What follows belongs to an exercise in optimizing a design on an open flow for small area, a short achievable clock period and few clock cycles per item; a production flow would make more cautious choices. Only simulation tests tie the RTL to the original design; equivalence was not proved. No activity file was given, so power comes from the tool's default toggle rates.

## design.v

```verilog
`default_nettype none
module huff_encoder #(
  parameter int SYM_W  = 5,
  parameter int LEN_W  = 6,
  parameter int CODE_W = 32
) (
  input  logic                            clk,
  input  logic                            rst,
  input  logic [LEN_W+SYM_W+CODE_W-1:0]   cb_data,
  input  logic                            cb_valid,
  output logic                            cb_ready,
  input  logic                            start,
  input  logic                            flush,
  input  logic [SYM_W-1:0]                sym_in,
  input  logic                            sym_valid,
  output logic                            sym_ready,
  output logic [CODE_W-1:0]               data_out,
  output logic                            out_valid,
  input  logic                            out_ready,
  output logic [LEN_W-1:0]                out_bits,
  output logic                            out_last,
  output logic                            busy,
  output logic                            err
);
  localparam int DEPTH = 1 << SYM_W;
  localparam int ENT_W = CODE_W + 1;
  localparam int RB_N  = 8;
  localparam int RB_W  = $clog2(RB_N);
  logic                r_busy;
  logic                r_cb_rdy;
  logic                r_sym_rdy;
  logic                r_flush;
  logic                r_err;
  logic [LEN_W-1:0]    w_cb_len;
  logic                w_cb_len_ok;
  logic                w_cb_fire;
  logic                r_cbw_v;
  logic [SYM_W-1:0]    r_cbw_sym;
  logic [LEN_W-1:0]    r_cbw_len;
  logic [CODE_W-1:0]   r_cbw_code;
  logic [ENT_W-1:0]    w_cbw_ent;
  assign w_cb_len    = cb_data[LEN_W+SYM_W+CODE_W-1 -: LEN_W];
  assign w_cb_len_ok = (w_cb_len != '0) && (w_cb_len <= LEN_W'(CODE_W));
  assign w_cb_fire   = !r_busy && cb_valid && !start;
  always_ff @(posedge clk or posedge rst) begin
    if (rst) begin
      r_cbw_v <= 1'b0;
    end else begin
      r_cbw_v <= w_cb_fire && w_cb_len_ok;
    end
  end
  always_ff @(posedge clk) begin
    r_cbw_sym  <= cb_data[SYM_W+CODE_W-1 -: SYM_W];
    r_cbw_len  <= w_cb_len;
    r_cbw_code <= cb_data[CODE_W-1:0];
  end
  always_comb begin
    for (int i = 0; i < ENT_W; i++) begin
      if (i == 0) begin
        w_cbw_ent[i] = (r_cbw_len == LEN_W'(CODE_W));
      end else begin
        w_cbw_ent[i] = ((LEN_W+1)'(i) >  (LEN_W+1)'(CODE_W) - {1'b0, r_cbw_len}) ? r_cbw_code[i-1] :
                       ((LEN_W+1)'(i) == (LEN_W+1)'(CODE_W) - {1'b0, r_cbw_len});
      end
    end
  end
  logic [DEPTH-1:0]    r_tbl_vld;
  logic [DEPTH-1:0][ENT_W-1:0] r_tbl;
  always_ff @(posedge clk or posedge rst) begin
    if (rst) begin
      r_tbl_vld <= '0;
    end else if (r_cbw_v) begin
      r_tbl_vld[r_cbw_sym] <= 1'b1;
    end
  end
  always_ff @(posedge clk) begin
    for (int i = 0; i < DEPTH; i++) begin
      if (r_cbw_v && (r_cbw_sym == SYM_W'(i))) begin
        r_tbl[i] <= w_cbw_ent;
      end
    end
  end
  logic                w_take;
  logic                w_issue;
  logic                w_squash;
  logic                w_commit;
  logic [SYM_W-1:0]    w_s1_sym;
  logic [RB_N-1:0][SYM_W-1:0] r_rb;
  logic [RB_W-1:0]     r_rb_wr;
  logic [RB_W-1:0]     r_rb_cm;
  logic [RB_W-1:0]     r_rb_is;
  logic                r_rep;
  assign w_take   = sym_valid && r_sym_rdy;
  assign w_issue  = r_rep && !out_valid && (r_rb_is != r_rb_wr);
  assign w_s1_sym = r_rep ? r_rb[r_rb_is] : sym_in;
  always_ff @(posedge clk) begin
    for (int i = 0; i < RB_N; i++) begin
      if (w_take && (r_rb_wr == RB_W'(i))) begin
        r_rb[i] <= sym_in;
      end
    end
  end
  logic                r_s1_v;
  logic [DEPTH-1:0]    r_s1_oh;
  logic                r_s2_v;
  logic                r_s2_hit;
  logic [ENT_W-1:0]    r_s2_ent;
  logic                r_s3_v;
  logic [CODE_W-1:0]   r_s3_code;
  logic [LEN_W-1:0]    r_s3_len;
  logic                r_s4_v;
  logic [CODE_W-1:0]   r_s4_rot;
  logic [LEN_W-1:0]    r_s4_pos;
  logic                r_s4_emit;
  logic [LEN_W-1:0]    r_pos;
  logic [CODE_W-1:0]   r_cur;
  logic [CODE_W-1:0]   r_od;
  logic [LEN_W-1:0]    r_ob;
  logic                r_ol;
  logic                r_ov;
  logic [ENT_W-1:0]    w_rd_ent;
  logic                w_rd_hit;
  always_comb begin
    w_rd_ent = '0;
    w_rd_hit = 1'b0;
    for (int i = 0; i < DEPTH; i++) begin
      w_rd_ent = w_rd_ent | ({ENT_W{r_s1_oh[i]}} & r_tbl[i]);
      w_rd_hit = w_rd_hit | (r_s1_oh[i] & r_tbl_vld[i]);
    end
  end
  logic [LEN_W-1:0]    w_len;
  always_comb begin
    w_len = '0;
    for (int i = ENT_W - 1; i >= 0; i--) begin
      if (r_s2_ent[i]) begin
        w_len = LEN_W'(CODE_W - i);
      end
    end
    if (!r_s2_hit) begin
      w_len = '0;
    end
  end
  logic [LEN_W:0]      w_pos_sum;
  logic                w_s3_emit;
  logic [LEN_W-1:0]    w_pos_nxt;
  logic [CODE_W-1:0]   w_rot;
  assign w_pos_sum = {1'b0, r_pos} + {1'b0, r_s3_len};
  assign w_s3_emit = (w_pos_sum > (LEN_W+1)'(CODE_W));
  assign w_pos_nxt = w_s3_emit ? LEN_W'(w_pos_sum - (LEN_W+1)'(CODE_W)) : LEN_W'(w_pos_sum);
  assign w_rot     = CODE_W'({r_s3_code, r_s3_code} >> r_pos[LEN_W-2:0]);
  logic [CODE_W-1:0]   w_take_rot;
  logic [CODE_W-1:0]   w_word;
  logic [CODE_W-1:0]   w_keep;
  logic                w_out_free;
  logic                w_final;
  logic                w_pipe_empty;
  always_comb begin
    for (int i = 0; i < CODE_W; i++) begin
      w_take_rot[i] = ((LEN_W+1)'(CODE_W - 1 - i) >= {1'b0, r_s4_pos});
      w_keep[i]     = ((LEN_W+1)'(CODE_W - 1 - i) <  {1'b0, r_pos});
    end
  end
  assign w_word       = (w_take_rot & r_s4_rot) | (~w_take_rot & r_cur);
  assign w_out_free   = !r_ov || out_ready;
  assign w_squash     = r_s4_v && r_s4_emit && !w_out_free;
  assign w_commit     = r_s4_v && !w_squash;
  assign w_pipe_empty = !r_s1_v && !r_s2_v && !r_s3_v && !r_s4_v && !r_rep;
  assign w_final      = r_flush && w_pipe_empty && w_out_free && (r_pos != '0);
  logic                w_rep_nxt;
  logic                w_busy_nxt;
  logic                w_flush_nxt;
  always_comb begin
    w_rep_nxt = r_rep;
    if (w_squash) begin
      w_rep_nxt = 1'b1;
    end else if (w_issue && (r_rb_is + RB_W'(1) == r_rb_wr)) begin
      w_rep_nxt = 1'b0;
    end
  end
  always_comb begin
    w_busy_nxt  = r_busy;
    w_flush_nxt = r_flush;
    if (!r_busy) begin
      if (start) begin
        w_busy_nxt  = 1'b1;
        w_flush_nxt = 1'b0;
      end
    end else begin
      if (flush) begin
        w_flush_nxt = 1'b1;
      end
      if (r_ov && out_ready && r_ol) begin
        w_busy_nxt = 1'b0;
      end
      if (r_flush && w_pipe_empty && !r_ov && (r_pos == '0)) begin
        w_busy_nxt = 1'b0;
      end
    end
  end
  always_ff @(posedge clk or posedge rst) begin
    if (rst) begin
      r_busy    <= 1'b0;
      r_cb_rdy  <= 1'b1;
      r_sym_rdy <= 1'b0;
      r_flush   <= 1'b0;
      r_rep     <= 1'b0;
      r_s1_v    <= 1'b0;
      r_s2_v    <= 1'b0;
      r_s3_v    <= 1'b0;
      r_s4_v    <= 1'b0;
      r_ov      <= 1'b0;
    end else begin
      r_busy    <= w_busy_nxt;
      r_cb_rdy  <= !w_busy_nxt;
      r_sym_rdy <= w_busy_nxt && !w_flush_nxt && !w_rep_nxt;
      r_flush   <= w_flush_nxt;
      r_rep     <= w_rep_nxt;
      r_s1_v    <= !w_squash && (w_take || w_issue);
      r_s2_v    <= !w_squash && r_s1_v;
      r_s3_v    <= !w_squash && r_s2_v;
      r_s4_v    <= !w_squash && r_s3_v;
      if (w_commit && r_s4_emit) begin
        r_ov <= 1'b1;
      end else if (w_final) begin
        r_ov <= 1'b1;
      end else if (out_ready) begin
        r_ov <= 1'b0;
      end
    end
  end
  always_ff @(posedge clk or posedge rst) begin
    if (rst) begin
      r_err <= 1'b0;
    end else begin
      if (!r_busy && start) begin
        r_err <= 1'b0;
      end else if (w_cb_fire && !w_cb_len_ok) begin
        r_err <= 1'b1;
      end else if (r_s2_v && !r_s2_hit) begin
        r_err <= 1'b1;
      end
    end
  end
  always_ff @(posedge clk) begin
    if (!r_busy) begin
      r_rb_wr <= '0;
      r_rb_cm <= '0;
      r_rb_is <= '0;
    end else begin
      if (w_take) begin
        r_rb_wr <= r_rb_wr + RB_W'(1);
      end
      if (w_commit) begin
        r_rb_cm <= r_rb_cm + RB_W'(1);
      end
      if (w_squash) begin
        r_rb_is <= r_rb_cm;
      end else if (w_issue) begin
        r_rb_is <= r_rb_is + RB_W'(1);
      end
    end
  end
  always_ff @(posedge clk) begin
    for (int i = 0; i < DEPTH; i++) begin
      r_s1_oh[i] <= (w_s1_sym == SYM_W'(i));
    end
    r_s2_ent  <= w_rd_ent;
    r_s2_hit  <= w_rd_hit;
    r_s3_code <= r_s2_ent[ENT_W-1:1];
    r_s3_len  <= w_len;
    r_s4_rot  <= w_rot;
    r_s4_pos  <= r_pos;
    r_s4_emit <= w_s3_emit;
    if (!r_busy) begin
      r_pos <= '0;
    end else if (w_squash) begin
      r_pos <= r_s4_pos;
    end else if (w_final) begin
      r_pos <= '0;
    end else if (r_s3_v) begin
      r_pos <= w_pos_nxt;
    end
    if (w_commit) begin
      r_cur <= (w_take_rot | {CODE_W{r_s4_emit}}) & r_s4_rot |
               ~(w_take_rot | {CODE_W{r_s4_emit}}) & r_cur;
    end
    if (w_commit && r_s4_emit) begin
      r_od <= w_word;
      r_ob <= LEN_W'(CODE_W);
      r_ol <= 1'b0;
    end else if (w_final) begin
      r_od <= r_cur & w_keep;
      r_ob <= r_pos;
      r_ol <= 1'b1;
    end
  end
  assign cb_ready  = r_cb_rdy;
  assign sym_ready = r_sym_rdy;
  assign data_out  = r_od;
  assign out_valid = r_ov;
  assign out_bits  = r_ob;
  assign out_last  = r_ol;
  assign busy      = r_busy;
  assign err       = r_err;
endmodule
`default_nettype wire
```

## run.sh

```bash
#!/bin/bash
# synth_recipe.tcl (not shown) runs the flow's synth.tcl, then flattens the netlist and writes it again
# the make line also repeats each setting of config.mk as NAME=value (left out here)
make -C /OpenROAD-flow-scripts/flow DESIGN_CONFIG=/design/flow/config.mk WORK_HOME=/design/flow/orfs CLKGATE_MAP_FILE= SYNTH_SCRIPT=/design/flow/synth_recipe.tcl finish
```

## config.mk

```make
export PLATFORM = sky130hd
export DESIGN_NAME = huff_encoder
export DESIGN_NICKNAME = huff_encoder
export VERILOG_FILES = /design/flow/design.v
export SDC_FILE = /design/flow/constraint.sdc
export NUM_CORES = 4
export LEC_CHECK = 0
export CAP_MARGIN = 20
export CORE_MARGIN = 2
export CORE_UTILIZATION = 40
export SLEW_MARGIN = 20
```

## constraint.sdc

```tcl
create_clock -name core_clock -period 7.0 [get_ports {clk}]
set_input_delay 1.4000 -clock core_clock [delete_from_list [all_inputs] [get_ports {clk}]]
set_output_delay 1.4000 -clock core_clock [all_outputs]
set_load 0.01 [all_outputs]
```

==> results of run 1 <==
-- final cells by class --
class / instances / area (um2)
fillers: 11250 / 70330
well taps: 1755 / 2196
diodes: 1 / 2.502
multi-input cells: 1631 / 11920
clock inverters: 67 / 623.1
flip-flops and latches: 1412 / 40190
repair buffers: 179 / 1593
clock buffers: 191 / 3985
inverters: 33 / 125.1
-- kinds of logic (layout without fill, tap and decap cells) --
| group | count (synthesis) | count (layout) |
|---|---|---|
| other cells | 0 | 1 |
| simple gates | 613 | 613 |
| compound gates | 847 | 847 |
| flops | 1412 | 1412 |
| mux | 121 | 121 |
| buf+inv | 237 | 470 |
| xor+xnor | 24 | 24 |
| fa+ha+maj | 26 | 26 |
-- registers in the layout (all words and copies together), names as in the netlist, 3 cells and up, named ones only --
register	flops
r_cbw_code	32
r_cbw_len	6
r_cbw_sym	5
r_ob	6
r_od	32
r_pos	6
r_rb	40
r_rb_cm	3
r_rb_is	3
r_rb_wr	3
r_s1_oh	32
r_s2_ent	33
r_s3_code	32
r_s3_len	6
r_s4_pos	6
r_s4_rot	32
r_tbl	1056
r_tbl_vld	32
-- path summary, 6_finish.rpt --
path                               from       endpoint  slack [ns]  cells past startpoint
hold / removal             r_s2_ent[32]  r_s3_code[31]        0.37                      0
min in group asynchronous           rst          r_rep        1.12                      2
setup reg to reg           r_cbw_len[0]     r_tbl[545]        3.50                      6
hold reg to reg            r_s2_ent[32]  r_s3_code[31]        0.37                      0
max in group asynchronous           rst   r_tbl_vld[7]        5.37                      2
setup / recovery                 r_busy           busy        3.37                      1
-- power groups by stage --
stage | sequential [W] | clock, W | combinational [W]
6_report | 0.00912 | 0.00751 | 0.000264
5_1_grt | 0.00912 | 0.00788 | 0.000286
4_1_cts | 0.00912 | 0.00756 | 0.000256
3_5_place_dp | 0.00930 | 0 | 0.000256
3_3_place_gp | 0.00930 | 0 | 0.000248
2_1_floorplan | 0.00929 | 0 | 0.000130
-- metrics by stage --
| stage | cells | power (W) |
|---|---|---|
| 2_1_floorplan | 3280 | 0.009424 |
| 3_3_place_gp | 5009 | 0.009550 |
| 3_5_place_dp | 5010 | 0.009557 |
| 4_1_cts | 5268 | 0.01694 |
| 5_1_grt | 5268 | 0.01729 |
| 6_report | 5269 | 0.01690 |
-- cell usage in the layout (no fill, tap or decap), types with 19 or more instances in the layout --
cell / instances
nor3_1: 22
mux2_2: 21
mux4_2: 39
clkbuf_1: 31
nor2_4: 32
dfrtp_1: 43
clkbuf_16: 148
nand3_1: 24
o21ai_0: 83
clkdlybuf4s50_1: 98
nand2_1: 119
ha_1: 25
or4_1: 36
a21o_1: 23
a21oi_1: 64
clkinv_1: 22
dfxtp_4: 19
dfxtp_1: 172
mux2i_1: 55
inv_1: 32
clkinv_2: 23
nand4_1: 136
a22oi_1: 558
nor2_1: 143
edfxtp_1: 1160
buf_4: 80
a31o_2: 20
-- metal layers --
layer / wire length (um) / part of all wire (%) / global-route usage, % / vias up
li1: - / - / - / 13430
met1: 67860 / 39 / 35.09 / 17110
met2: 77500 / 45 / 38.54 / 2300
met3: 20980 / 12 / 5.927 / 379
met4: 5918 / 3.4 / 8.587 / 4
met5: 35 / 0.020 / 0 / -
==> flow_metrics.tcl, run 1 <==
set metrics [dict create \
    status "finished clean" \
    relSlewSlack_pct 23.18 \
    ir_worst_vdd_uv 290.7 \
    yosys_warnings 1 \
    coreArea_mm2 0.1310 \
    postSynthCellCount 3280 \
    cp-end-kind "primary output" \
    worstPathMaxFanout 22 \
    min-delay-path-class "register to register" \
    clockBufferDepth 3 \
    detail-route-antenna-nets 0 \
    num_rows 133 \
    p_leak_nw 20.20 \
    via_count 33210 \
    worst_slack_ns 3.369 \
    gp_congestion 0.8823 \
    power_switching_w 0.003441 \
    die_y_um 366.6 \
    syn-cell-area_mm2 0.05258 \
    worstPathArrival_ns 2.23 \
    io_pins 99 \
    ys_top_cells_by_area "edfxtp_1, a22oi_1, dfxtp_1" \
    yosys.area_share.simple_pct 5.926 \
    area_growth_pct 15.33 \
    drive_above_1_share_pct 13.75 \
    synth-xor-area-share_pct 0.3998 \
    synthMuxAreaShare_pct 3.446 \
    switching_share_pct 20.37 \
    grt_use_total_pct 25.11 \
    cts_resized 0 \
    synth_compound_area_share_pct 11.58 \
    yosys-top-cells-count "edfxtp_1, a22oi_1, dfxtp_1" \
    synth_top_area_share_pct 66.25 \
    fin_setup_tns_ns 0 \
    cts_buffers 142 \
    final_area_mm2 0.06063 \
    synth_area_per_cell_um2 16.03 \
    critPathBufInv 1 \
    maxSlewViolCount 0 \
    grt_overflow_total 0 \
    p_per_area_mw_per_mm2 278.7 \
    fp.dieW_um 366.6 \
    drv_cap 0 \
    num-nets-final 3480 \
    io_buffers 98 \
    cts_tree "done" \
    first_global_vias 31030 \
    tightest_slew_ns 1.144 \
    yosysSeqAreaShare_pct 76.27 \
    hold_violations 0 \
    ys_async_sr_fraction_pct 3.116 \
    fmax_ghz 0.2754 \
    internal_power_w 0.01346 \
    cts_num_sinks 1412 \
    whs_ns 0.3716 \
    critPathRequiredTime_ns 5.60 \
    postCtsSetupBuffers 0 \
    synthAdderAreaFrac_pct 0.6330 \
    ys_types 75 \
    grt_pass1_wl_um 239600 \
    clkTransAtPathRegs_ns 0.06 \
    synth.most_common_cell "edfxtp_1" \
    crit_path_start_kind "register" \
    htree_levels 4 \
    die-area_mm2 0.1344 \
    viasPerCell 6.303 \
    drt-total-wl_um 172300 \
    utilization_pct 46.30 \
    hpwlAfterDp_um 87890 \
    antenna_found_initial 9 \
    clkPwrFrac_pct 44.4 \
    synth_fp_nets 3361 \
    cp_slowest_cell "dfrtp_1" \
    p_comb_share_pct 1.6 \
    insertion_delay_ns 0.78 \
    min_period_over_period_pct 51.87 \
    grt_max_degree 45 \
    critPathTopFamily "flip-flops" \
    synth_top_family_by_area "compound AO/OA/AOI/OAI gates" \
    max_stage_delay_ns 0.80 \
    crit_chain "clkdlybuf4s50_1" \
    seqPwrFrac_pct 54.0 \
    synth_edf_count 1160 \
    synth_seq_cells 1412 \
    fin_skew_ns 0.03114 \
    path_class "register to primary output" \
    setup_violations 0 \
    rsz0062_at_grt "no" \
    route.detailed.drc 0 \
    synth_top_area_cell "edfxtp_1" \
    clockRootBuffer "clkbuf_16" \
    first_pass_iters 6 \
    avgRoutedWirePerCell_um 32.70 \
    synth-main-ff-cell "edfxtp_1" \
    drt_iter0_markers 5019 \
    start_util_pct 40.15 \
    fin_crit_ns 3.631 \
    hold_buffers 0 \
    place_area_mm2 0.05598 \
    place_ws_ns 3.057 \
]
Testbench counts, summed over its fixed seeds: cycles 12,064, items 12,000.
==> run 2: changes to the inputs <==
--- a/config.mk
+++ b/config.mk
@@ -9,3 +9,5 @@
 export CORE_MARGIN = 2
-export CORE_UTILIZATION = 40
+export CORE_UTILIZATION = 55
+export SETUP_SLACK_MARGIN = 4.0
 export SLEW_MARGIN = 20
+export TNS_END_PERCENT = 20
==> run 2 against run 1 <==
  * Still clean
  * Hold slack got worse by 0.043 ns
  * Maximum frequency grew 16%
  * Sequential share of layout area rose by 0.44 points
  * Via count is essentially flat
  * Global-route usage is 9.6 points higher
  * Sequential power about the same
  * Combinational power grew 7.6%
  * Die area shrank 27%
  * Cell count down 9.1%
  * Area after synthesis is the same
  * Sequential cell count unchanged
  * Critical endpoint is now out_valid
  * Largest cell class unchanged
  * Largest power group unchanged
==> flow_metrics.tcl, run 2 <==
set metrics [dict create \
    worst_slack_ns 3.878 \
    r2r_cells 6 \
    drv_cap 0 \
    worst_r2r_endpoint "r_tbl[688]" \
    ir_worst_vdd_uv 252.1 \
    drt_iter0_markers 5440 \
    coreArea_mm2 0.09487 \
    fp.dieW_um 313.2 \
    worstPathMaxFanout 7 \
    synth_area_per_cell_um2 16.03 \
    htree_levels 4 \
    die-area_mm2 0.09808 \
    largestRegisters "r_tbl: 1056 flops, r_rb: 40 flops, r_s2_ent: 33 flops" \
    gp_congestion 0.8963 \
    relSlewSlack_pct 26.54 \
    antenna_found_initial 5 \
    path_class "register to primary output" \
    synth_top_area_cell "edfxtp_1" \
    hold_buffers 0 \
    route.detailed.drc 0 \
    grt_pass1_wl_um 237400 \
    yosysSeqAreaShare_pct 76.27 \
    min-delay-start "r_s2_ent[32]" \
    regMostFlops "r_tbl" \
    final_cells 4787 \
    io_buffers 98 \
    synth_seq_cells 1412 \
    max_stage_delay_ns 0.55 \
    p_per_area_mw_per_mm2 281.3 \
    grt_use_total_pct 34.74 \
    drive_above_1_share_pct 14.26 \
    cp_slowest_cell "clkdlybuf4s50_1" \
    status "finished clean" \
    crit_chain "clkdlybuf4s50_1" \
    synth.most_common_cell "edfxtp_1" \
    grt_overflow_total 0 \
    layout_commonest_cell "edfxtp_1" \
    hpwlAfterDp_um 84000 \
    critPathBufInv 1 \
    hold_end "r_s3_code[31]" \
    synth_top_area_share_pct 66.25 \
    largest_register_ffs 1056 \
    fmax_ghz 0.3203 \
    via_count 33220 \
    synth_fp_nets 3361 \
    critPathRequiredTime_ns 5.60 \
    place_ws_ns 3.121 \
    synth_edf_count 1160 \
    grtUsageMet3_pct 7.953 \
    cts_num_sinks 1412 \
    timing.rr.start "r_cbw_len[0]" \
    clockRootBuffer "clkbuf_16" \
    syn-cell-area_mm2 0.05258 \
    postSynthCellCount 3280 \
    final_cell_mix "edfxtp_1, a22oi_1, dfxtp_1" \
    insertion_delay_ns 0.76 \
    rsz0062_at_grt "yes" \
    clkTransAtPathRegs_ns 0.06 \
    p_total_w 0.01696 \
    first_global_vias 31590 \
    detail-route-antenna-nets 0 \
    synth-main-ff-cell "edfxtp_1" \
    hold-path-cell-count 0 \
    yosys-top-cells-count "edfxtp_1, a22oi_1, dfxtp_1" \
    area_growth_pct 14.63 \
    cts_buffers 143 \
    tightest_slew_ns 1.098 \
    ys_async_sr_fraction_pct 3.116 \
    viasPerCell 6.940 \
    drt-total-wl_um 172100 \
    fin_skew_ns 0.03086 \
    start_util_pct 55.42 \
    num_rows 113 \
    setup_violations 0 \
    avgRoutedWirePerCell_um 35.94 \
    place_inst 4509 \
    maxSlewViolCount 0 \
    cts_tree "done" \
    num-nets-final 3480 \
    ys_types 75 \
    fin_crit_ns 3.122 \
    cp-end-kind "primary output" \
    yosys_warnings 1 \
    busiest_layer "met2" \
    critPathTopFamily "buffers and inverters" \
    grt_max_degree 53 \
    die_y_um 313.2 \
    min-delay-path-class "register to register" \
    fin_setup_tns_ns 0 \
    ys_top_cells_by_area "edfxtp_1, a22oi_1, dfxtp_1" \
    clockBufferDepth 3 \
    worstPathArrival_ns 1.72 \
    p_leak_nw 20.29 \
    hold_violations 0 \
    first_pass_iters 8 \
    io_pins 99 \
    met1_usage_pct 48.69 \
    min_period_over_period_pct 44.59 \
    met2_usage_pct 53.98 \
    whs_ns 0.3287 \
    rrSetupSlack_ns 4.02 \
    crit_path_start_kind "register" \
]
[run 2: cell count changes in the layout (fill, tap and decap cells not counted), moves of 3 or more]
| cell | previous run | this run |
|---|---|---|
| buf_4 | 80 | 74 |
| dfxtp_2 | 17 | 11 |
| clkbuf_8 | 12 | 8 |
| o21ai_0 | 83 | 79 |
| a21oi_4 | 4 | 8 |
| clkinv_2 | 23 | 27 |
| clkinv_1 | 22 | 26 |
| bufinv_16 | 7 | 10 |
| clkinv_8 | 2 | 6 |
| o21ai_1 | 3 | 6 |
| dfxtp_4 | 19 | 26 |
[run 2: layer usage]
layer	up-vias	part of all wire (%)
met5	-	0.024
met4	6	3.8
met3	409	13
met2	2412	46
met1	16960	38
li1	13440	-
[run 2: final cells by class]
type,count,area (um2)
Clock inverter,77,719.4
Tap cell,1265,1583
Multi-Input combinational cell,1636,12100
Antenna cell,2,5.005
Sequential cell,1412,40220
Fill cell,6749,34600
Clock buffer,189,3963
Timing Repair Buffer,173,1559
Inverter,33,123.9
[run 2: logic make-up (layout without fill, tap and decap cells)]
kind of cell             Yosys count  in the layout  synth area share [%]
flip-flops                      1412           1412                 76.27
AO/OA/AOI/OAI                    847            851                 11.58
AND/OR/NAND/NOR                  613            614                 5.926
buffers and inverters            237            472                 1.747
multiplexers                     121            121                 3.446
adder cells (fa/ha/maj)           26             26                0.6330
XOR/XNOR                          24             24                0.3998
other                              0              2                     0
[run 2: worst max-delay path by stage]
| stage | start | endpoint | slack [ns] | cells after the start |
|---|---|---|---|---|
| after floorplan | r_cbw_sym[0] | r_tbl[132] | 3.48 | 4 |
| after global placement | out_ready | r_od[18] | 3.18 | 7 |
| after detailed placement | out_ready | r_od[18] | 3.12 | 7 |
| after CTS | r_busy | busy | 3.75 | 1 |
| after global routing | r_ov | out_valid | 3.81 | 1 |
| final | r_ov | out_valid | 3.88 | 1 |
[run 2: metrics by stage]
step	utilization, %	cell area, um2
2_1_floorplan	-	52580
3_3_place_gp	58.26	55270
3_5_place_dp	58.27	55280
4_1_cts	63.36	60110
5_1_grt	63.52	60270
6_report	63.53	60270
[run 2: where the power goes]
part / leakage (nW) / total [W] / internal [W] / switching (W)
combinational: 4.75 / 0.000284 / 0.0000852 / 0.000198
clock: 2.30 / 0.00756 / 0.00438 / 0.00318
sequential: 13.2 / 0.00912 / 0.00909 / 0.0000253
total: 20.3 / 0.0170 / 0.0136 / 0.00340
[run 2: timing repair]
item	in CTS	in global routing
gates cloned	1	4
setup endpoints to repair	624	960
buffers inserted	4	1
resized for setup	19	25
pin swaps	2	2
==> run 3: changes to the inputs <==
==> flow/run.sh (new file) <==
#!/bin/bash
set -euo pipefail
export BUFFER_PORTS_ARGS="-buffer_cell sky130_fd_sc_hd__buf_2"
bash standard.sh > standard_flow.log 2>&1
==> standard.sh (new file) <==
#!/bin/bash
# synth_recipe.tcl (not shown) runs the flow's synth.tcl, then flattens the netlist and writes it again
# the make line also repeats each setting of config.mk as NAME=value (left out here)
make -C /OpenROAD-flow-scripts/flow DESIGN_CONFIG=/design/flow/config.mk WORK_HOME=/design/flow/orfs CLKGATE_MAP_FILE= SYNTH_SCRIPT=/design/flow/synth_recipe.tcl "${@:-finish}"
removed: run.sh
==> run 3 against run 2 <==
  * Register-to-register slack worse by 0.10 ns
  * Clock skew fell by 0.0022 ns
  * Hold slack improved by 0.023 ns
  * Setup slack better by 0.017 ns
  * Combinational power down 14%
  * Area after synthesis did not move
  * Global-route usage down 0.14 points
  * Highest routed layer unchanged
  * Sequential power about the same
  * Final area shrank 1.4%
  * Total power decreased by 1.7%
  * Largest power group unchanged
  * Still clean on timing, DRC and antenna
  * Non-clock buffer count down 2
==> flow_metrics.tcl, run 3 <==
set metrics [dict create \
    relSlewSlack_pct 29.40 \
    route.detailed.drc 0 \
    critPathBufInv 1 \
    p_leak_nw 20.08 \
    largestRegisters "r_tbl: 1056 flops, r_rb: 40 flops, r_s2_ent: 33 flops" \
    coreArea_mm2 0.09487 \
    max_stage_delay_ns 0.73 \
    crit_chain "buf_2" \
    critPathTopFamily "flip-flops" \
    worstPathArrival_ns 1.70 \
    fin_crit_ns 3.104 \
    ys_async_sr_fraction_pct 3.116 \
    gp_congestion 0.9209 \
    detail-route-antenna-nets 0 \
    synth.most_common_cell "edfxtp_1" \
    fin_skew_ns 0.02863 \
    num-nets-final 3473 \
    final_cell_mix "edfxtp_1, a22oi_1, dfxtp_1" \
    drt_iter0_markers 5508 \
    grt_max_degree 55 \
    crit_path_start_kind "register" \
    yosys-top-cells-count "edfxtp_1, a22oi_1, dfxtp_1" \
    drive_above_1_share_pct 16.36 \
    io_pins 99 \
    fmax_ghz 0.3221 \
    fillerInstances 6833 \
    cp-end-kind "primary output" \
    worst_slack_ns 3.896 \
    area_growth_pct 13.04 \
    drv_cap 0 \
    hpwlAfterDp_um 84170 \
    synth_top_area_cell "edfxtp_1" \
    hold_buffers 0 \
    first_global_vias 31250 \
    tightest_slew_ns 1.059 \
    fp.dieW_um 313.2 \
    min_period_over_period_pct 44.35 \
    postSynthCellCount 3280 \
    io_buffers 98 \
    synth_fp_nets 3361 \
    synth_top_area_share_pct 66.25 \
    fin_setup_tns_ns 0 \
    ys_top_cells_by_area "edfxtp_1, a22oi_1, dfxtp_1" \
    maxSlewViolCount 0 \
    clkTransAtPathRegs_ns 0.06 \
    num_rows 113 \
    clockBufferDepth 3 \
    insertion_delay_ns 0.75 \
    start_util_pct 55.42 \
    cp_slowest_cell "dfrtp_1" \
    synth_seq_cells 1412 \
    yosys_warnings 1 \
    avgRoutedWirePerCell_um 35.67 \
    status "finished clean" \
    cts_num_sinks 1412 \
    regMostFlops "r_tbl" \
    min-delay-path-class "register to register" \
    final_cells 4778 \
    die_y_um 313.2 \
    largest_register_ffs 1056 \
    critPathRequiredTime_ns 5.60 \
    p_per_area_mw_per_mm2 280.5 \
    grt_pass1_wl_um 236400 \
    cts_tree "done" \
    path_class "register to primary output" \
    grt_use_total_pct 34.60 \
    grt_overflow_total 0 \
    hold_violations 0 \
    syn-cell-area_mm2 0.05258 \
    layout_commonest_cell "edfxtp_1" \
    synth_edf_count 1160 \
    worstPathMaxFanout 22 \
    cts_buffers 142 \
    viasPerCell 6.955 \
    first_pass_iters 6 \
    synth-main-ff-cell "edfxtp_1" \
    ys_types 75 \
    synth_area_per_cell_um2 16.03 \
    via_count 33230 \
    setup_violations 0 \
    htree_levels 4 \
    ir_worst_vdd_uv 240.1 \
    place_inst 4511 \
    place_ws_ns 3.425 \
    drt-total-wl_um 170400 \
    antenna_found_initial 6 \
    die-area_mm2 0.09808 \
    yosysSeqAreaShare_pct 76.27 \
    clockRootBuffer "clkbuf_16" \
    rsz0062_at_grt "yes" \
]
run 3: cell type report:
type / instances / area, um2 / share of cell area, %
clock buffer: 203 / 4046 / 6.808
antenna: 4 / 10.01 / 0.01684
inverter: 33 / 123.9 / 0.2084
clock inverter: 58 / 432.9 / 0.7284
sequential: 1412 / 40210 / 67.65
tap: 1265 / 1583 / 2.663
multi-input combinational: 1632 / 11980 / 20.15
timing repair buffer: 171 / 1051 / 1.768
run 3: kinds of logic after synthesis:
group / Yosys count / share of synthesized area (%)
xor+xnor: 24 / 0.3998
flops: 1412 / 76.27
buf+inv: 237 / 1.747
simple gates: 613 / 5.926
mux: 121 / 3.446
compound gates: 847 / 11.58
fa+ha+maj: 26 / 0.6330
run 3: what timing repair did:
item                       4_1_cts  5_1_grt
resized for setup               14        4
setup endpoints to repair      705      545
setup buffers                    1        0
cloned                           1        0
pin swaps                        1        0
run 3: path summary, 6_finish.rpt:
path | startpoint | slack (ns) | to | cells past startpoint
max | r_busy | 3.90 | busy | 1
min | r_s2_ent[32] | 0.35 | r_s3_code[31] | 0
max reg2reg | r_cbw_len[0] | 3.92 | r_tbl[915] | 8
min reg2reg | r_s2_ent[32] | 0.35 | r_s3_code[31] | 0
max in group asynchronous | rst | 5.52 | r_busy | 2
min in group asynchronous | rst | 0.88 | r_tbl_vld[10] | 2
run 3: report_power, final:
group	internal, W	switching (W)	total [W]
Combinational	0.0000605	0.000184	0.000244
Clock	0.00421	0.00309	0.00730
Sequential	0.00909	0.0000303	0.00912
Total	0.0134	0.00331	0.0167
run 3: per-layer routing:
metal  global-route usage [%]  up-vias  routed length, um
met2                    53.37     2534              77650
met3                    7.291      391              21700
met1                    48.93    16870              64320
met4                    13.11        2               6743
li1                         -    13430                  -
met5                        0        -                 12
run 3: through the flow:
stage,hold slack (ns),total power [W],area [um2],utilization [%]
after global placement,0.3320,0.009518,54800,57.77
after detailed placement,0.3275,0.009529,54810,57.78
after CTS,0.3494,0.01671,59370,62.58
final,0.3514,0.01667,59430,62.65
after floorplan,0.3096,0.009424,52580,-
after global routing,0.3564,0.01708,59420,62.64
==> run 4: changes to the inputs <==
--- a/design.v
+++ b/design.v
@@ -38,4 +38,5 @@
   logic [SYM_W-1:0]    r_cbw_sym;
-  logic [LEN_W-1:0]    r_cbw_len;
-  logic [CODE_W-1:0]   r_cbw_code;
+  logic [ENT_W-1:0]    r_cbw_ent;
+  logic [LEN_W-1:0]    w_cbw_len;
+  logic [CODE_W-1:0]   w_cbw_code;
   logic [ENT_W-1:0]    w_cbw_ent;
@@ -51,6 +52,7 @@
   end
+  assign w_cbw_len  = w_cb_len;
+  assign w_cbw_code = cb_data[CODE_W-1:0];
   always_ff @(posedge clk) begin
-    r_cbw_sym  <= cb_data[SYM_W+CODE_W-1 -: SYM_W];
-    r_cbw_len  <= w_cb_len;
-    r_cbw_code <= cb_data[CODE_W-1:0];
+    r_cbw_sym <= cb_data[SYM_W+CODE_W-1 -: SYM_W];
+    r_cbw_ent <= w_cbw_ent;
   end
@@ -59,6 +61,6 @@
       if (i == 0) begin
-        w_cbw_ent[i] = (r_cbw_len == LEN_W'(CODE_W));
+        w_cbw_ent[i] = (w_cbw_len == LEN_W'(CODE_W));
       end else begin
-        w_cbw_ent[i] = ((LEN_W+1)'(i) >  (LEN_W+1)'(CODE_W) - {1'b0, r_cbw_len}) ? r_cbw_code[i-1] :
-                       ((LEN_W+1)'(i) == (LEN_W+1)'(CODE_W) - {1'b0, r_cbw_len});
+        w_cbw_ent[i] = ((LEN_W+1)'(i) >  (LEN_W+1)'(CODE_W) - {1'b0, w_cbw_len}) ? w_cbw_code[i-1] :
+                       ((LEN_W+1)'(i) == (LEN_W+1)'(CODE_W) - {1'b0, w_cbw_len});
       end
@@ -78,3 +80,3 @@
       if (r_cbw_v && (r_cbw_sym == SYM_W'(i))) begin
-        r_tbl[i] <= w_cbw_ent;
+        r_tbl[i] <= r_cbw_ent;
       end
--- a/config.mk
+++ b/config.mk
@@ -9,5 +9,5 @@
 export CORE_MARGIN = 2
-export CORE_UTILIZATION = 55
-export SETUP_SLACK_MARGIN = 4.0
+export CORE_UTILIZATION = 60
+export SETUP_SLACK_MARGIN = 4.2
 export SLEW_MARGIN = 20
-export TNS_END_PERCENT = 20
+export TNS_END_PERCENT = 100
==> run 4 against run 3 <==
  * Sequential power grew 0.9%
  * Count of clock-buffer cells in the layout shrank 23
  * Via count is essentially flat
  * Sequential share of layout area grew 0.15 points
  * Critical path type unchanged
  * Highest routed layer unchanged
==> flow_metrics.tcl, run 4 <==
set metrics [dict create \
    hold_end "r_s3_code[31]" \
    whs_ns 0.3266 \
    yosys_warnings 1 \
    critPathRequiredTime_ns 5.60 \
    min-delay-start "r_s2_ent[32]" \
    syn-cell-area_mm2 0.05238 \
    status "finished clean" \
    max_stage_delay_ns 0.53 \
    critPathBufInv 1 \
    synth_top_family_by_area "compound AO/OA/AOI/OAI gates" \
    synth.most_common_cell "edfxtp_1" \
    synth_top_area_cell "edfxtp_1" \
    io_pins 99 \
    gp_congestion 0.8972 \
    grt_pass1_wl_um 232200 \
    tightest_slew_ns 1.171 \
    startpoint "r_cb_rdy" \
    worst_r2r_endpoint "r_pos[5]" \
    worstPathMaxFanout 1 \
    timing.rr.start "r_pos[1]" \
    ir_worst_vdd_uv 256.8 \
    start_util_pct 60.47 \
    grt_max_degree 54 \
    fmax_ghz 0.3614 \
    seqPwrFrac_pct 55.3 \
    rsz0062_at_grt "yes" \
    relSlewSlack_pct 21.96 \
    min_period_over_period_pct 39.53 \
    fin_crit_ns 2.767 \
    p_leak_nw 20.01 \
    ys_types 69 \
    synthMuxAreaShare_pct 3.339 \
    synthAdderAreaFrac_pct 0.6354 \
    synth_compound_area_share_pct 11.85 \
    synth_seq_cells 1407 \
    die_y_um 299.5 \
    synth_top_area_share_pct 66.50 \
    synth_area_per_cell_um2 15.98 \
    hpwlAfterDp_um 84980 \
    cts_tree "done" \
    power_switching_w 0.003340 \
    largestRegisters "r_tbl: 1056 flops, r_rb: 40 flops" \
    layout_commonest_cell "edfxtp_1" \
    rrSetupSlack_ns 4.25 \
    route.detailed.drc 0 \
    maxSlewViolCount 0 \
    fp.dieW_um 299.5 \
    r2r_cells 8 \
    regMostFlops "r_tbl" \
    num-nets-final 3470 \
    internal_power_w 0.01329 \
    largest_register_ffs 1056 \
    critPathTopFamily "flip-flops" \
    crit_path_start_kind "register" \
    cts_buffers 140 \
    clockBufferDepth 3 \
    clkTransAtPathRegs_ns 0.07 \
    drt-total-wl_um 167900 \
    avgRoutedWirePerCell_um 36.06 \
    hold-path-cell-count 0 \
    first_pass_iters 6 \
    fin_setup_tns_ns 0 \
    hold_violations 0 \
    synth-main-ff-cell "edfxtp_1" \
    path_class "register to primary output" \
    switching_share_pct 20.08 \
    grt_use_total_pct 37.28 \
    antenna_found_initial 5 \
    cp-end-kind "primary output" \
    io_buffers 98 \
    min-delay-path-class "register to register" \
    p_comb_share_pct 1.0 \
    fin_skew_ns 0.02659 \
    setup_violations 0 \
    crit_chain "buf_6" \
    clkPwrFrac_pct 43.7 \
    coreArea_mm2 0.08662 \
    synth-xor-area-share_pct 0.3679 \
    drive_above_1_share_pct 16.50 \
    insertion_delay_ns 0.76 \
    detail-route-antenna-nets 0 \
    synth_fp_nets 3359 \
    yosys.area_share.simple_pct 5.649 \
    drv_cap 0 \
    cp_slowest_cell "dfstp_2" \
    htree_levels 4 \
    via_count 33210 \
    clockRootBuffer "clkbuf_16" \
    die-area_mm2 0.08968 \
    grt_overflow_total 0 \
    area_growth_pct 12.88 \
    num_rows 108 \
    synth_edf_count 1160 \
    ys_async_sr_fraction_pct 3.127 \
    yosys-top-cells-count "edfxtp_1, a22oi_1, dfxtp_1" \
    final_cell_mix "edfxtp_1, a22oi_1, nor2_1" \
    first_global_vias 31370 \
    cts_num_sinks 1407 \
    p_per_area_mw_per_mm2 281.3 \
    yosysSeqAreaShare_pct 76.36 \
    worstPathArrival_ns 1.37 \
    postSynthCellCount 3278 \
    viasPerCell 7.133 \
    ys_top_cells_by_area "edfxtp_1, dfxtp_1, a22oi_1" \
    drt_iter0_markers 5189 \
]
==> run 4: how the worst max path moves through the flow <==
stage | to | slack (ns) | depth (start not counted)
final | cb_ready | 4.23 | 1
after global routing | r_pos[5] | 4.11 | 8
after CTS | busy | 4.05 | 1
after detailed placement | r_od[30] | 3.36 | 8
after global placement | r_od[30] | 3.37 | 8
after floorplan | r_cbw_ent[1] | 4.17 | 8
==> run 4: power by group through the flow <==
stage / logic (W) / registers [W] / clock network (W)
finish: 0.000162 / 0.00920 / 0.00727
global route: 0.000177 / 0.00920 / 0.00764
CTS: 0.000154 / 0.00920 / 0.00731
detailed placement: 0.000152 / 0.00938 / 0
global placement: 0.000152 / 0.00937 / 0
floorplan: 0.0000894 / 0.00933 / 0
==> run 4: final cells by class <==
cell class | instances | area (um2)
fillers | 5804 | 27490
repair buffers | 179 | 1207
inverters | 37 | 138.9
diodes | 3 | 7.507
clock buffers | 180 | 3832
multi-input cells | 1624 | 11780
well taps | 1155 | 1445
flip-flops and latches | 1407 | 40090
clock inverters | 70 | 624.3
==> run 4: kinds of logic (layout without fill, tap and decap cells) <==
| family | Yosys count | after routing |
|---|---|---|
| flip-flops | 1407 | 1407 |
| AO/OA/AOI/OAI | 843 | 843 |
| AND/OR/NAND/NOR | 613 | 613 |
| buffers and inverters | 247 | 466 |
| multiplexers | 120 | 120 |
| adder cells (fa/ha/maj) | 26 | 26 |
| XOR/XNOR | 22 | 22 |
| other | 0 | 3 |
==> run 4: timing repair <==
item,in CTS,in global routing
hold buffers,0,0
buffers inserted,7,2
setup endpoints to repair,88,126
pin swaps,4,0
cloned,0,0
resized for setup,8,17
==> run 4: stage by stage <==
step	setup WS (ns)	total power [W]	area, um2	utilization (%)	std cells
after floorplan	4.174	0.009418	52480	-	3278
after global placement	3.374	0.009518	54410	62.82	4391
after detailed placement	3.365	0.009528	54420	62.82	4391
after CTS	4.046	0.01666	58980	68.09	4648
after global routing	4.108	0.01702	59120	68.25	4652
final	4.233	0.01663	59130	68.26	4655
==> run 4: metal layers <==
metal	global-route usage, %	routed length, um	vias up
li1	-	-	13400
met1	50.21	59670	16740
met2	58.05	77250	2566
met3	9.031	22310	497
met4	17.42	8574	6
met5	0	47	-
Testbench counts of run 4, summed over its fixed seeds: cycles 12,064, items 12,000.
==> run 5: changes to the inputs <==
--- a/config.mk
+++ b/config.mk
@@ -10,2 +10,5 @@
 export CORE_UTILIZATION = 60
+export CTS_BUF_LIST = sky130_fd_sc_hd__clkbuf_16
+export CTS_CLUSTER_DIAMETER = 60
+export CTS_CLUSTER_SIZE = 24
 export SETUP_SLACK_MARGIN = 4.2
==> run 5 against run 4 <==
  * Global-route usage is 0.42 points lower
  * Via count is 0.83% lower
  * Hold slack better by 0.0075 ns
  * Setup slack better by 0.036 ns
  * Cell count is 1.8% lower
  * Sequential share of layout area is 1.6 points higher
==> flow_metrics.tcl, run 5 <==
set metrics [dict create \
    yosys-top-cells-count "edfxtp_1, a22oi_1, dfxtp_1" \
    yosys_warnings 1 \
    synth_top_area_cell "edfxtp_1" \
    critPathBufInv 1 \
    hold_buffers 0 \
    gp_congestion 0.8972 \
    largest_register_ffs 1056 \
    seqPwrFrac_pct 61.1 \
    fin_skew_ns 0.03093 \
    clkTransAtPathRegs_ns 0.09 \
    grt_pass1_wl_um 230400 \
    ys_async_sr_fraction_pct 3.127 \
    synth_top_area_share_pct 66.50 \
    max_stage_delay_ns 0.47 \
    num_rows 108 \
    p_leak_nw 19.39 \
    rrSetupSlack_ns 4.30 \
    largestRegisters "r_tbl: 1056 flops, r_rb: 40 flops" \
    antenna_found_initial 14 \
    cts_buffers 89 \
    hold-path-cell-count 0 \
    die-area_mm2 0.08968 \
    crit_chain "buf_2" \
    met1_usage_pct 49.76 \
    p_per_area_mw_per_mm2 260.3 \
    num-nets-final 3420 \
    die_y_um 299.5 \
    rsz0062_at_grt "yes" \
    min-delay-path-class "register to register" \
    fin_crit_ns 2.731 \
    coreArea_mm2 0.08662 \
    io_buffers 98 \
    synth_edf_count 1160 \
    final_cell_mix "edfxtp_1, a22oi_1, nor2_1" \
    r2r_cells 6 \
    worst_r2r_endpoint "r_pos[4]" \
    min-delay-start "r_s2_ent[32]" \
    fillerInstances 5942 \
    synth_seq_cells 1407 \
    critPathRequiredTime_ns 5.60 \
    critPathTopFamily "flip-flops" \
    synth-main-ff-cell "edfxtp_1" \
    fin_setup_tns_ns 0 \
    regMostFlops "r_tbl" \
    fmax_ghz 0.3662 \
    fp.dieW_um 299.5 \
    cp_slowest_cell "dfrtp_1" \
    avgRoutedWirePerCell_um 36.51 \
    postSynthCellCount 3278 \
    clockBufferDepth 3 \
    synth_area_per_cell_um2 15.98 \
    viasPerCell 7.201 \
    first_pass_iters 8 \
    relSlewSlack_pct 20.90 \
    insertion_delay_ns 0.69 \
    min_period_over_period_pct 39.01 \
    layout_commonest_cell "edfxtp_1" \
    worst_slack_ns 4.269 \
    crit_path_start_kind "register" \
    internal_power_w 0.01180 \
    first_global_vias 30830 \
    worstPathMaxFanout 7 \
    grt_use_total_pct 36.86 \
    synth_fp_nets 3359 \
    drive_above_1_share_pct 15.59 \
    cp-end-kind "primary output" \
    power_switching_w 0.003243 \
    io_pins 99 \
    area_growth_pct 10.32 \
    maxSlewViolCount 0 \
    grt_overflow_total 0 \
    drv_cap 0 \
    route.detailed.drc 0 \
    cts_tree "done" \
    synth.most_common_cell "edfxtp_1" \
    path_class "register to primary output" \
    hold_violations 0 \
    setup_violations 0 \
    timing.rr.start "r_rep" \
    worstPathArrival_ns 1.33 \
    status "finished clean" \
    drt_iter0_markers 5174 \
    start_util_pct 60.47 \
    ys_types 69 \
    clkPwrFrac_pct 37.9 \
    yosysSeqAreaShare_pct 76.36 \
    hold_end "r_s3_code[31]" \
    grt_max_degree 54 \
    ir_worst_vdd_uv 261.3 \
    switching_share_pct 21.57 \
    drt-total-wl_um 166900 \
    via_count 32930 \
    met2_usage_pct 57.99 \
    syn-cell-area_mm2 0.05238 \
    place_ws_ns 3.365 \
    hpwlAfterDp_um 84980 \
    busiest_layer "met2" \
    cts_num_sinks 1407 \
    ys_top_cells_by_area "edfxtp_1, dfxtp_1, a22oi_1" \
    tightest_slew_ns 1.185 \
    htree_levels 3 \
    detail-route-antenna-nets 0 \
    clockRootBuffer "clkbuf_16" \
    grtUsageMet3_pct 8.683 \
    p_comb_share_pct 1.1 \
]
run 5: final cells by class:
class,instances,area [um2],share of cell area (%)
inverter,37,138.9,0.2403
antenna,5,12.51,0.02165
timing repair buffer,180,1227,2.124
multi-input combinational,1624,11780,20.39
clock inverter,75,838.3,1.451
clock buffer,90,2252,3.898
sequential,1407,40090,69.38
tap,1155,1445,2.501
run 5: cells by family (layout without fill, tap and decap cells):
family	Yosys count	after routing	synth area share, %
flip-flops	1407	1407	76.36
AO/OA/AOI/OAI	843	843	11.85
AND/OR/NAND/NOR	613	613	5.649
buffers and inverters	247	382	1.796
multiplexers	120	120	3.339
adder cells (fa/ha/maj)	26	26	0.6354
XOR/XNOR	22	22	0.3679
other	0	5	0
run 5: metal layers:
metal  routed length (um)  share of wire, %
met1                58820                35
met2                76870                46
met5                   80             0.048
met4                 8628               5.2
met3                22540                14
run 5: worst max-delay path by stage:
stage,startpoint,to,depth (start not counted)
floorplan,cb_data[37],r_cbw_ent[1],8
global placement,out_ready,r_od[30],8
detailed placement,out_ready,r_od[30],8
CTS,r_busy,busy,1
global route,r_rep,r_pos[4],6
finish,r_ov,out_valid,1
run 5: metrics by stage:
stage | instances | total power, W | hold slack [ns] | utilization [%] | cell area, um2
final | 4573 | 0.01504 | 0.3341 | 66.71 | 57780
after global routing | 4569 | 0.01539 | 0.3384 | 66.70 | 57770
after floorplan | 3278 | 0.009418 | 0.3096 | - | 52480
after detailed placement | 4391 | 0.009528 | 0.3146 | 62.82 | 54420
after global placement | 4391 | 0.009518 | 0.3145 | 62.82 | 54410
after CTS | 4563 | 0.01507 | 0.3335 | 66.51 | 57610
run 5: worst reg2reg max path: stages (launching register included):
cell and delay (ns):
dfrtp_1 0.57, nor4_1 0.45, nand3b_1 0.19, nor3b_2 0.82
or3_1 0.32, o221ai_1 0.16, nor2_1 0.13
run 5: power by group through the flow:
| stage | logic (W) | clock network (W) | registers [W] |
|---|---|---|---|
| after floorplan | 0.0000894 | 0 | 0.00933 |
| after global placement | 0.000152 | 0 | 0.00937 |
| after detailed placement | 0.000152 | 0 | 0.00938 |
| after CTS | 0.000153 | 0.00573 | 0.00918 |
| after global routing | 0.000176 | 0.00602 | 0.00919 |
| final | 0.000161 | 0.00569 | 0.00919 |
run 5: what timing repair did:
| action | CTS | global route |
|---|---|---|
| buffers inserted | 7 | 2 |
| gates cloned | 0 | 1 |
| pin swaps | 4 | 0 |
| resized for setup | 7 | 17 |
| setup endpoints to repair | 83 | 156 |
==> run 6: changes to the inputs <==
--- a/design.v
+++ b/design.v
@@ -26,5 +26,7 @@
   localparam int ENT_W = CODE_W + 1;
-  localparam int RB_N  = 8;
+  localparam int RB_N  = 6;
   localparam int RB_W  = $clog2(RB_N);
   logic                r_busy;
+  logic                r_enc;
+  logic                w_idle;
   logic                r_cb_rdy;
@@ -44,3 +46,4 @@
   assign w_cb_len_ok = (w_cb_len != '0) && (w_cb_len <= LEN_W'(CODE_W));
-  assign w_cb_fire   = !r_busy && cb_valid && !start;
+  assign w_idle      = !r_enc && !r_flush;
+  assign w_cb_fire   = w_idle && cb_valid && !start;
   always_ff @(posedge clk or posedge rst) begin
@@ -94,2 +97,9 @@
   logic                r_rep;
+  function automatic logic [RB_W-1:0] f_rb_inc(input logic [RB_W-1:0] p);
+    if (p == RB_W'(RB_N - 1)) begin
+      f_rb_inc = '0;
+    end else begin
+      f_rb_inc = p + RB_W'(1);
+    end
+  endfunction
   assign w_take   = sym_valid && r_sym_rdy;
@@ -172,2 +182,3 @@
   logic                w_busy_nxt;
+  logic                w_enc_nxt;
   logic                w_flush_nxt;
@@ -177,3 +188,3 @@
       w_rep_nxt = 1'b1;
-    end else if (w_issue && (r_rb_is + RB_W'(1) == r_rb_wr)) begin
+    end else if (w_issue && (f_rb_inc(r_rb_is) == r_rb_wr)) begin
       w_rep_nxt = 1'b0;
@@ -182,18 +193,17 @@
   always_comb begin
-    w_busy_nxt  = r_busy;
+    w_enc_nxt   = r_enc;
     w_flush_nxt = r_flush;
-    if (!r_busy) begin
+    if (w_idle) begin
       if (start) begin
-        w_busy_nxt  = 1'b1;
-        w_flush_nxt = 1'b0;
+        w_enc_nxt = 1'b1;
       end
-    end else begin
+    end else if (r_enc) begin
       if (flush) begin
+        w_enc_nxt   = 1'b0;
         w_flush_nxt = 1'b1;
       end
-      if (r_ov && out_ready && r_ol) begin
-        w_busy_nxt = 1'b0;
-      end
-      if (r_flush && w_pipe_empty && !r_ov && (r_pos == '0)) begin
-        w_busy_nxt = 1'b0;
+    end else begin
+      if ((r_ov && out_ready && r_ol) ||
+          (w_pipe_empty && !r_ov && (r_pos == '0))) begin
+        w_flush_nxt = 1'b0;
       end
@@ -201,2 +211,3 @@
   end
+  assign w_busy_nxt = w_enc_nxt || w_flush_nxt;
   always_ff @(posedge clk or posedge rst) begin
@@ -204,2 +215,3 @@
       r_busy    <= 1'b0;
+      r_enc     <= 1'b0;
       r_cb_rdy  <= 1'b1;
@@ -215,4 +227,5 @@
       r_busy    <= w_busy_nxt;
+      r_enc     <= w_enc_nxt;
       r_cb_rdy  <= !w_busy_nxt;
-      r_sym_rdy <= w_busy_nxt && !w_flush_nxt && !w_rep_nxt;
+      r_sym_rdy <= w_enc_nxt && !w_rep_nxt;
       r_flush   <= w_flush_nxt;
@@ -236,3 +249,3 @@
     end else begin
-      if (!r_busy && start) begin
+      if (w_idle && start) begin
         r_err <= 1'b0;
@@ -246,3 +259,3 @@
   always_ff @(posedge clk) begin
-    if (!r_busy) begin
+    if (w_idle) begin
       r_rb_wr <= '0;
@@ -252,6 +265,6 @@
       if (w_take) begin
-        r_rb_wr <= r_rb_wr + RB_W'(1);
+        r_rb_wr <= f_rb_inc(r_rb_wr);
       end
       if (w_commit) begin
-        r_rb_cm <= r_rb_cm + RB_W'(1);
+        r_rb_cm <= f_rb_inc(r_rb_cm);
       end
@@ -260,3 +273,3 @@
       end else if (w_issue) begin
-        r_rb_is <= r_rb_is + RB_W'(1);
+        r_rb_is <= f_rb_inc(r_rb_is);
       end
@@ -275,3 +288,3 @@
     r_s4_emit <= w_s3_emit;
-    if (!r_busy) begin
+    if (w_idle) begin
       r_pos <= '0;
--- a/config.mk
+++ b/config.mk
@@ -13,3 +13,3 @@
 export CTS_CLUSTER_SIZE = 24
-export SETUP_SLACK_MARGIN = 4.2
+export SETUP_SLACK_MARGIN = 4.4
 export SLEW_MARGIN = 20
==> run 6 against run 5 <==
  * First-iteration DRC count is 11% higher
  * Area after synthesis decreased by 0.53%
  * Non-clock buffer count up 3
  * Total power up 20%
  * Clock skew up 0.0024 ns
  * Highest routed layer is now met4
  * Setup slack improved by 0.046 ns
  * Sequential share of layout area decreased by 0.39 points
  * Synthesized cell count is essentially flat
  * Cell count about the same
  * Largest power group unchanged
  * Clock power up 2%
  * Final area barely moved
  * Still clean on timing, DRC and antenna
  * Critical path type unchanged
==> flow_metrics.tcl, run 6 <==
set metrics [dict create \
    drive_above_1_share_pct 16.24 \
    grt_use_total_pct 37.44 \
    synth_top_area_share_pct 66.28 \
    tightest_slew_ns 1.125 \
    relSlewSlack_pct 24.33 \
    synth_top_area_cell "edfxtp_1" \
    largestRegisters "r_tbl: 1056 flops, r_cbw_ent: 33 flops, r_s2_ent: 33 flops" \
    rsz0062_at_grt "yes" \
    place_area_mm2 0.05424 \
    min-delay-path-class "register to register" \
    insertion_delay_ns 0.69 \
    detail-route-antenna-nets 0 \
    area_growth_pct 10.80 \
    setup_violations 0 \
    avgRoutedWirePerCell_um 36.88 \
    grt_max_degree 48 \
    htree_levels 3 \
    die-area_mm2 0.08921 \
    first_pass_iters 6 \
    fin_crit_ns 2.685 \
    drt_iter0_markers 5754 \
    synth_seq_cells 1398 \
    ys_async_sr_fraction_pct 3.219 \
    p_leak_nw 18.79 \
    fin_skew_ns 0.03334 \
    clkTransAtPathRegs_ns 0.09 \
    first_global_vias 30960 \
    fmax_ghz 0.3725 \
    drv_cap 0 \
    cp-end-kind "primary output" \
    min_period_over_period_pct 38.35 \
    critPathTopFamily "flip-flops" \
    hold_buffers 0 \
    cts_num_sinks 1398 \
    crit_path_start_kind "register" \
    cts_buffers 91 \
    cp_slowest_cell "edfxtp_1" \
    max_stage_delay_ns 0.44 \
    status "finished clean" \
    fin_setup_tns_ns 0 \
    layout_commonest_cell "edfxtp_1" \
    yosys-top-cells-count "edfxtp_1, a22oi_1, dfxtp_1" \
    yosys_warnings 1 \
    synth_edf_count 1150 \
    grt_overflow_total 0 \
    synth.most_common_cell "edfxtp_1" \
    maxSlewViolCount 0 \
    critPathBufInv 1 \
    via_count 33110 \
    path_class "register to primary output" \
    final_cell_mix "edfxtp_1, a22oi_1, dfxtp_1" \
    coreArea_mm2 0.08635 \
    crit_chain "buf_2" \
    num_rows 108 \
    final_area_mm2 0.05773 \
    start_util_pct 60.34 \
    viasPerCell 7.239 \
    drt-total-wl_um 168700 \
    antenna_found_initial 3 \
    synth_area_per_cell_um2 15.89 \
    clockRootBuffer "clkbuf_16" \
    regMostFlops "r_tbl" \
    ys_top_cells_by_area "edfxtp_1, a22oi_1, dfxtp_1" \
    p_per_area_mw_per_mm2 312.6 \
    syn-cell-area_mm2 0.05210 \
    hold_violations 0 \
    critPathRequiredTime_ns 5.60 \
    die_y_um 298.7 \
    io_pins 99 \
    ys_types 72 \
    cts_tree "done" \
    yosysSeqAreaShare_pct 76.24 \
    io_buffers 98 \
    grt_pass1_wl_um 232700 \
    clockBufferDepth 3 \
    hpwlAfterDp_um 84940 \
    largest_register_ffs 1056 \
    synth_fp_nets 3353 \
    num-nets-final 3417 \
    ir_worst_vdd_uv 289.3 \
    postSynthCellCount 3279 \
    worstPathMaxFanout 1 \
    synth-main-ff-cell "edfxtp_1" \
    gp_congestion 0.9164 \
    worstPathArrival_ns 1.28 \
    route.detailed.drc 0 \
    fp.dieW_um 298.7 \
]
==> run 6: changes by cell type after synthesis, sizes merged, moves of 19 or more <==
cell	previous run	this run
a31o	36	17
nand4	71	138
a22oi	423	565
a221oi	69	5
nand3	100	42
nor2	189	164
a22o	70	2
==> run 6: per-layer routing <==
| metal | wire length (um) | part of all wire (%) | track usage, % | vias up |
|---|---|---|---|---|
| met5 | 0 | 0 | 0 | - |
| met2 | 76570 | 45 | 57.16 | 2660 |
| li1 | - | - | - | 13310 |
| met3 | 22980 | 14 | 7.990 | 467 |
| met4 | 7767 | 4.6 | 15.05 | 0 |
| met1 | 61370 | 36 | 53.31 | 16670 |
==> run 6: cell type report <==
type / instances / area (um2)
sequential: 1398 / 39830
timing repair buffer: 183 / 1261
multi-input combinational: 1643 / 11940
clock inverter: 73 / 772.0
antenna: 1 / 2.502
inverter: 26 / 106.4
tap: 1155 / 1445
clock buffer: 95 / 2377
fill: 5967 / 28620
==> run 6: per-stage QoR <==
step | util [%] | hold WS, ns | worst slack, ns | power, W | cells
after global routing | 66.86 | 0.3502 | 4.282 | 0.01857 | 4573
after CTS | 66.64 | 0.3454 | 4.280 | 0.01801 | 4568
after floorplan | - | 0.3096 | 4.079 | 0.01143 | 3279
after global placement | 62.82 | 0.3260 | 3.423 | 0.01229 | 4392
after detailed placement | 62.82 | 0.3250 | 3.466 | 0.01236 | 4392
final | 66.86 | 0.3502 | 4.315 | 0.01805 | 4574
==> run 6: kinds of logic (layout without fill, tap and decap cells) <==
| logic type | after synthesis | count (layout) | synth area share, % |
|---|---|---|---|
| and+or+nand+nor | 639 | 639 | 6.342 |
| muxes | 117 | 117 | 3.199 |
| xor gates and xnor gates | 14 | 14 | 0.2498 |
| buffers and inverters | 238 | 377 | 1.777 |
| AOI/OAI and AO/OA | 854 | 854 | 11.72 |
| other | 0 | 1 | 0 |
| adders and majority gates | 19 | 19 | 0.4707 |
| DFF | 1398 | 1398 | 76.24 |
==> run 6: timing repair <==
action                                  in CTS  in global routing
gates resized for setup                     24                 33
pin swaps                                    3                  1
endpoints found under the setup margin     367                418
buffers inserted                             8                  5
==> run 6: power breakdown <==
part           internal [W]  switching (W)  total, W
logic              0.000841        0.00132   0.00216
clock network       0.00272        0.00306   0.00578
registers           0.00954       0.000569    0.0101
total                0.0131        0.00495    0.0180
==> run 6: path summary, 6_finish.rpt <==
path	from	to	slack [ns]	cells past startpoint
setup / recovery	r_od[9]	data_out[9]	4.32	1
hold / removal	r_s2_ent[32]	r_s3_code[31]	0.35	0
setup reg to reg	r_cbw_v	r_tbl[91]	4.45	4
hold reg to reg	r_s2_ent[32]	r_s3_code[31]	0.35	0
max in group asynchronous	rst	r_ov	5.61	2
min in group asynchronous	rst	r_tbl_vld[23]	0.85	2
Testbench counts of run 6, summed over its fixed seeds: cycles 12,064, items 12,000.
==> run 7: changes to the inputs <==
--- a/config.mk
+++ b/config.mk
@@ -9,6 +9,6 @@
 export CORE_MARGIN = 2
-export CORE_UTILIZATION = 60
+export CORE_UTILIZATION = 65
 export CTS_BUF_LIST = sky130_fd_sc_hd__clkbuf_16
-export CTS_CLUSTER_DIAMETER = 60
-export CTS_CLUSTER_SIZE = 24
+export CTS_CLUSTER_DIAMETER = 80
+export CTS_CLUSTER_SIZE = 32
 export SETUP_SLACK_MARGIN = 4.4
==> run 7 against run 6 <==
  * Sequential power about the same
  * Cell count decreased by 3.8%
  * First-iteration DRC count decreased by 0.78%
  * Area after synthesis unchanged
  * Largest power group unchanged
  * Highest routed layer is now met5
==> flow_metrics.tcl, run 7 <==
set metrics [dict create \
    seqPwrFrac_pct 62.8 \
    clockRootBuffer "clkbuf_16" \
    p_comb_share_pct 12.7 \
    synth_seq_cells 1398 \
    fmax_ghz 0.3740 \
    largest_register_ffs 1056 \
    yosys-top-cells-count "edfxtp_1, a22oi_1, dfxtp_1" \
    whs_ns 0.3885 \
    synth_fp_nets 3353 \
    drt_iter0_markers 5709 \
    die_y_um 287.1 \
    regMostFlops "r_tbl" \
    insertion_delay_ns 0.68 \
    synth_area_per_cell_um2 15.89 \
    tightest_slew_ns 1.166 \
    viasPerCell 7.456 \
    timing.rr.start "r_cbw_v" \
    synth_top_area_share_pct 66.28 \
    place_ws_ns 3.098 \
    gp_congestion 0.9322 \
    hpwlAfterDp_um 82320 \
    drive_above_1_share_pct 13.77 \
    p_leak_nw 18.12 \
    fin_setup_tns_ns 0 \
    grt_overflow_total 0 \
    die-area_mm2 0.08244 \
    cts_tree "done" \
    crit_path_start_kind "register" \
    drv_cap 0 \
    path_class "register to primary output" \
    fin_skew_ns 0.03634 \
    start_util_pct 65.85 \
    fillerInstances 5045 \
    drt-total-wl_um 160900 \
    largestRegisters "r_tbl: 1056 flops, r_cbw_ent: 33 flops, r_s2_ent: 33 flops" \
    hold_violations 0 \
    clkPwrFrac_pct 24.5 \
    synth.most_common_cell "edfxtp_1" \
    ir_worst_vdd_uv 322.3 \
    synth_edf_count 1150 \
    detail-route-antenna-nets 0 \
    min-delay-path-class "register to register" \
    synth-main-ff-cell "edfxtp_1" \
    synth_top_area_cell "edfxtp_1" \
    yosysSeqAreaShare_pct 76.24 \
    critPathRequiredTime_ns 5.60 \
    worst_slack_ns 4.326 \
    first_global_vias 30660 \
    num-nets-final 3376 \
    switching_share_pct 26.64 \
    critPathTopFamily "flip-flops" \
    route.detailed.drc 0 \
    io_pins 99 \
    area_growth_pct 7.685 \
    relSlewSlack_pct 22.14 \
    htree_levels 2 \
    final_area_mm2 0.05611 \
    final_cell_mix "edfxtp_1, a22oi_1, dfxtp_1" \
    avgRoutedWirePerCell_um 36.56 \
    clockBufferDepth 3 \
    cp_slowest_cell "edfxtp_1" \
    ys_types 72 \
    grt_max_degree 52 \
    hold_buffers 0 \
    cts_num_sinks 1398 \
    startpoint "r_od[16]" \
    status "finished clean" \
    utilization_pct 70.91 \
    via_count 32820 \
    ys_top_cells_by_area "edfxtp_1, a22oi_1, dfxtp_1" \
    num_rows 103 \
    maxSlewViolCount 0 \
    clkTransAtPathRegs_ns 0.12 \
    worstPathArrival_ns 1.27 \
    worstPathMaxFanout 1 \
    first_pass_iters 6 \
    cts_buffers 53 \
    internal_power_w 0.01189 \
    grt_pass1_wl_um 224200 \
    place_area_mm2 0.05402 \
    max_stage_delay_ns 0.44 \
    layout_commonest_cell "edfxtp_1" \
    yosys_warnings 1 \
    fin_crit_ns 2.674 \
    postSynthCellCount 3279 \
    p_per_area_mw_per_mm2 288.8 \
    antenna_found_initial 5 \
    syn-cell-area_mm2 0.05210 \
    rsz0062_at_grt "yes" \
    coreArea_mm2 0.07913 \
    ys_async_sr_fraction_pct 3.219 \
    cp-end-kind "primary output" \
    min-delay-start "r_s2_ent[32]" \
    critPathBufInv 1 \
    setup_violations 0 \
    grt_use_total_pct 38.98 \
    power_switching_w 0.004317 \
    fp.dieW_um 287.1 \
    min_period_over_period_pct 38.20 \
    crit_chain "buf_2" \
    io_buffers 98 \
]
## run 7: changes by cell type in the layout (fill, tap and decap cells not counted), sizes merged, moves of 2 or more
cell | before | now
clkinv | 19 | 8
clkbuf | 98 | 57
inv | 76 | 62
clkinvlp | 2 | 0
diode | 1 | 5
bufinv | 2 | 0
## run 7: metal layers
metal	global-route usage, %	routed length [um]	vias up
met3	10.52	24420	498
met4	16.69	8302	6
met2	59.20	72530	2869
met5	0	40	-
li1	-	-	13180
met1	53.95	55630	16270
## run 7: final cells by class
class | instances | area (um2) | share of cell area (%)
clock buffers | 56 | 1401 | 2.498
diodes | 5 | 12.51 | 0.02230
well taps | 1050 | 1314 | 2.342
clock inverters | 44 | 275.3 | 0.4906
repair buffers | 180 | 1242 | 2.214
inverters | 26 | 106.4 | 0.1896
flip-flops and latches | 1398 | 39820 | 70.97
multi-input cells | 1643 | 11930 | 21.27
## run 7: worst paths after layout
check                                end  slack (ns)  cells past startpoint
min                        r_s3_code[31]        0.39                      0
min reg2reg                r_s3_code[31]        0.39                      0
min in group asynchronous   r_tbl_vld[8]        0.84                      2
max in group asynchronous           r_ov        5.62                      2
max                         data_out[16]        4.33                      1
max reg2reg                    r_tbl[90]        4.43                      4
## run 7: cell families after synthesis
group / synth area share, %
flip-flops: 76.24
AND/OR/NAND/NOR: 6.342
buffers and inverters: 1.777
AO/OA/AOI/OAI: 11.72
multiplexers: 3.199
XOR/XNOR: 0.2498
adder cells (fa/ha/maj): 0.4707
## run 7: stage by stage
step	std cells	power, W
2_1_floorplan	3279	0.01143
3_3_place_gp	4276	0.01223
3_5_place_dp	4276	0.01230
4_1_cts	4391	0.01613
5_1_grt	4397	0.01669
6_report	4402	0.01620
## run 7: repair_timing
item | 4_1_cts | 5_1_grt
buffers inserted | 15 | 6
endpoints found under the setup margin | 335 | 403
resized for setup | 25 | 25
pin swaps | 8 | 3
## run 7: power groups by stage
stage	combinational [W]	sequential, W	clock [W]
after CTS	0.00202	0.0101	0.00397
final	0.00207	0.0102	0.00397
after global placement	0.00193	0.0103	0
after floorplan	0.00143	0.00999	0
after global routing	0.00223	0.0102	0.00424
after detailed placement	0.00197	0.0103	0

==> separate check: timing with driven ports <==
In the flow no input, the clock included, has a driving cell. The finished layouts below were timed again as built, in two steps.
Step 1 sets driving cells, clkbuf_16 on the clock port and buf_2 on the other inputs (assumed; they add their load-dependent delay and slew).
Step 2 times the ports against the registers' clock, not the clock port: input delays grow and output delays shrink by t, the midpoint of the rising clock arrivals with the driver on.
Three values: ideal ports, drivers, drivers and shift; two values: the first two.
run	shift t [ns]	setup WS [ns]
run 1	0.828	3.369 / 3.300 / 3.055
run 2	0.827	3.878 / 3.799 / 3.195
run 3	0.815	3.896 / 3.820 / 3.410
run 4	0.818	4.233 / 4.158 / 3.552
run 5	0.748	4.269 / 4.195 / 3.651
run 6	0.750	4.315 / 4.239 / 3.831
run 7	0.736	4.326 / 4.253 / 3.799
After both steps setup and hold are still met in every run listed.
